This design comes from an exercise in tuning for small area, a short achievable clock period and few clock cycles on the open sky130 flow, not from production work.
At most, simulation tests tie the RTL to the original design; equivalence was not proved.

==> 09-10 <==
Design cpu_top, start of the top module:
module cpu_top (
	input logic CLK,
	input logic nRST,
	output logic mem_ren,
	output logic mem_wen,
	output logic [31:0] mem_addr,
	output logic [31:0] mem_store,
	input logic [31:0] mem_load,
	input logic mem_ready,
	output logic halt
);
make LEC_CHECK=0 ABC_CLOCK_PERIOD_IN_PS=4000 CAP_MARGIN=40 CELL_PAD_IN_SITES_DETAIL_PLACEMENT=1 CELL_PAD_IN_SITES_GLOBAL_PLACEMENT=2 CORE_MARGIN=2 CORE_UTILIZATION=25 PLACE_DENSITY=0.5 SLEW_MARGIN=20 finish   # period 10.0 ns
run.sh (not shown) runs the stock make flow with config.mk's settings and CLKGATE_MAP_FILE= SYNTH_SCRIPT=/design/flow/synth_recipe.tcl, a recipe that flattens the netlist after the stock synthesis.
==> 07-07 (differences from 09-10) <==
--- a/flow/design.v
+++ b/flow/design.v
@@ -1,16 +1,16 @@
 `default_nettype none
 module register_file (
 	input logic CLK,
 	input logic nRST,
 	input logic wen,
 	input logic [4:0] wsel,
 	input logic [31:0] wdat,
-	input logic [4:0] rsel1,
-	input logic [4:0] rsel2,
+	input logic [31:1] rsel1,
+	input logic [31:1] rsel2,
 	output logic [31:0] rdat1,
 	output logic [31:0] rdat2
 );
 	logic [31:0] regs [1:31];
 	logic [31:1] vld;
 	always_ff @(posedge CLK) begin
 		for (int i = 1; i < 32; i++) begin
@@ -28,18 +28,16 @@
 					vld[i] <= 1'b1;
 				end
 			end
 		end
 	end
 	logic [31:1] sel1, sel2;
 	always_comb begin
-		for (int i = 1; i < 32; i++) begin
-			sel1[i] = (rsel1 == 5'(i)) && vld[i];
-			sel2[i] = (rsel2 == 5'(i)) && vld[i];
-		end
+		sel1 = rsel1 & vld;
+		sel2 = rsel2 & vld;
 		rdat1 = '0;
 		rdat2 = '0;
 		for (int i = 1; i < 32; i++) begin
 			rdat1 = rdat1 | (regs[i] & {32{sel1[i]}});
 			rdat2 = rdat2 | (regs[i] & {32{sel2[i]}});
 		end
 	end
@@ -69,14 +67,15 @@
 	localparam logic [5:0] FN_OR = 6'h25;
 	localparam logic [5:0] FN_SLT = 6'h2a;
 	logic [31:2] fa;           
 	logic fgo;                 
 	logic squash;              
 	logic [31:0] ir;
 	logic ir_valid;
+	logic [31:1] rs_oh, rt_oh;
 	logic dpend;               
 	logic dact;                
 	logic dwe;
 	logic [31:0] daddr, sdata;
 	logic [4:0] ldst;
 	logic [5:0] op, fn;
 	logic [4:0] rs, rt, rd;
@@ -108,15 +107,15 @@
 	assign x_fetch = x_ok && !is_halt;
 	assign x_mem = x_ok && is_mem;
 	logic wb_v;
 	logic [4:0] wb_sel;
 	logic [31:0] wb_dat, rf_a, rf_b;
 	register_file u_rf (
 		.CLK(CLK), .nRST(nRST), .wen(wb_v), .wsel(wb_sel), .wdat(wb_dat),
-		.rsel1(rs), .rsel2(rt), .rdat1(rf_a), .rdat2(rf_b)
+		.rsel1(rs_oh), .rsel2(rt_oh), .rdat1(rf_a), .rdat2(rf_b)
 	);
 	assign ra = (wb_v && (wb_sel == rs)) ? wb_dat : rf_a;
 	assign rb = (wb_v && (wb_sel == rt)) ? wb_dat : rf_b;
 	assign sub = is_r && ((fn == FN_SUBU) || (fn == FN_SLT));
 	assign bop = is_r ? rb : immx;
 	assign bx = bop ^ {32{sub}};
 	assign sum_c = {ra, 1'b1} + {bx, sub};
@@ -200,16 +199,20 @@
 		end else begin
 			wb_v <= rf_wen;
 		end
 	end
 	always_ff @(posedge CLK) begin
 		wb_sel <= rf_wsel;
 		wb_dat <= rf_wdat;
-		if (f_done && !sq_now) begin
+		if (f_done) begin
 			ir <= mem_load;
+			for (int i = 1; i < 32; i++) begin
+				rs_oh[i] <= (mem_load[25:21] == 5'(i));
+				rt_oh[i] <= (mem_load[20:16] == 5'(i));
+			end
 		end
 		if (x_mem) begin
 			daddr <= sum;
 			sdata <= rb;
 			dwe <= is_sw;
 			ldst <= rt;
 		end
==> flow/config.mk (replaced) <==
export PLATFORM = sky130hd
export DESIGN_NAME = cpu_top
export DESIGN_NICKNAME = cpu_top
export VERILOG_FILES = /design/flow/design.v
export SDC_FILE = /design/flow/constraint.sdc
export NUM_CORES = 4
export LEC_CHECK = 0
export CAP_MARGIN = 40
export CELL_PAD_IN_SITES_DETAIL_PLACEMENT = 1
export CELL_PAD_IN_SITES_GLOBAL_PLACEMENT = 2
export CORE_MARGIN = 2
export CORE_UTILIZATION = 25
export CTS_CLUSTER_DIAMETER = 100
export CTS_CLUSTER_SIZE = 22
export PLACE_DENSITY = 0.5
export SETUP_SLACK_MARGIN = 5
export SLEW_MARGIN = 20
export TNS_END_PERCENT = 10
==> run_results.csv <==
group,metric,value,unit
routing,route.vias.total,48100,
worst_setup_path,worst-path-max-fanout,19,
worst_setup_path,critPathArrivalTime,8.03,ns
worst_setup_path,r2r-start,"ir[19]",
cells_and_area,buf_share,5.31,%
routing,wl,338000,um
cells_and_area,seq_cells,1198,
outcome,status,"no timing/DRC/antenna violations",
sta,setup_ws,2.65,ns
the above is filed under 09-10

==> run_results.csv <==
group,metric,value,unit
outcome,status,"no timing/DRC/antenna violations",
sta,setup_ws,4.77,ns
worst_setup_path,critPathArrivalTime,5.73,ns
cells_and_area,buf_share,7.91,%
worst_setup_path,r2r-start,"u_rf.vld[3]",
routing,wl,362000,um
the above is filed under 07-07

Testbench counts of 07-07, summed over its fixed seeds: cycles 46,604.
Function not checked in 09-10: the RTL went through the layout flow alone.

-- afterwards: timing with drivers on the ports --
The flow's constraints put no driver on any port. The routed layouts listed below were extracted and timed again, unchanged, in two steps. Step 1, drivers: a clkbuf_16 drives CLK and a buf_2 each remaining input, both assumed. Step 2 adds t to the input delays and takes it off the output delays; t is the mean of the earliest and latest rising clock arrival at the registers after step 1. Input paths then give back, and output paths get back, about the clock's delay inside the block. Slacks: ideal / step 1 / step 2; pairs: ideal / step 1.
| run | shift t [ns] | slack for setup (ns) | worst register clock-pin slew, ns | worst data-port slew with drivers (ns) | pins driven straight from the clock port |
|---|---|---|---|---|---|
| 09-10 | 0.905 | 2.649 / 2.649 / 2.649 | 0.07 / 0.07 | 0.07 | 1 |
| 07-07 | 0.841 | 4.772 / 4.772 / 4.126 | 0.11 / 0.11 | 0.13 | 1 |
After both steps setup and hold are still met in every run listed. For 07-07, which loses most, drivers alone change the setup slack by 0.000 ns; drivers and shift together by -0.646 ns.
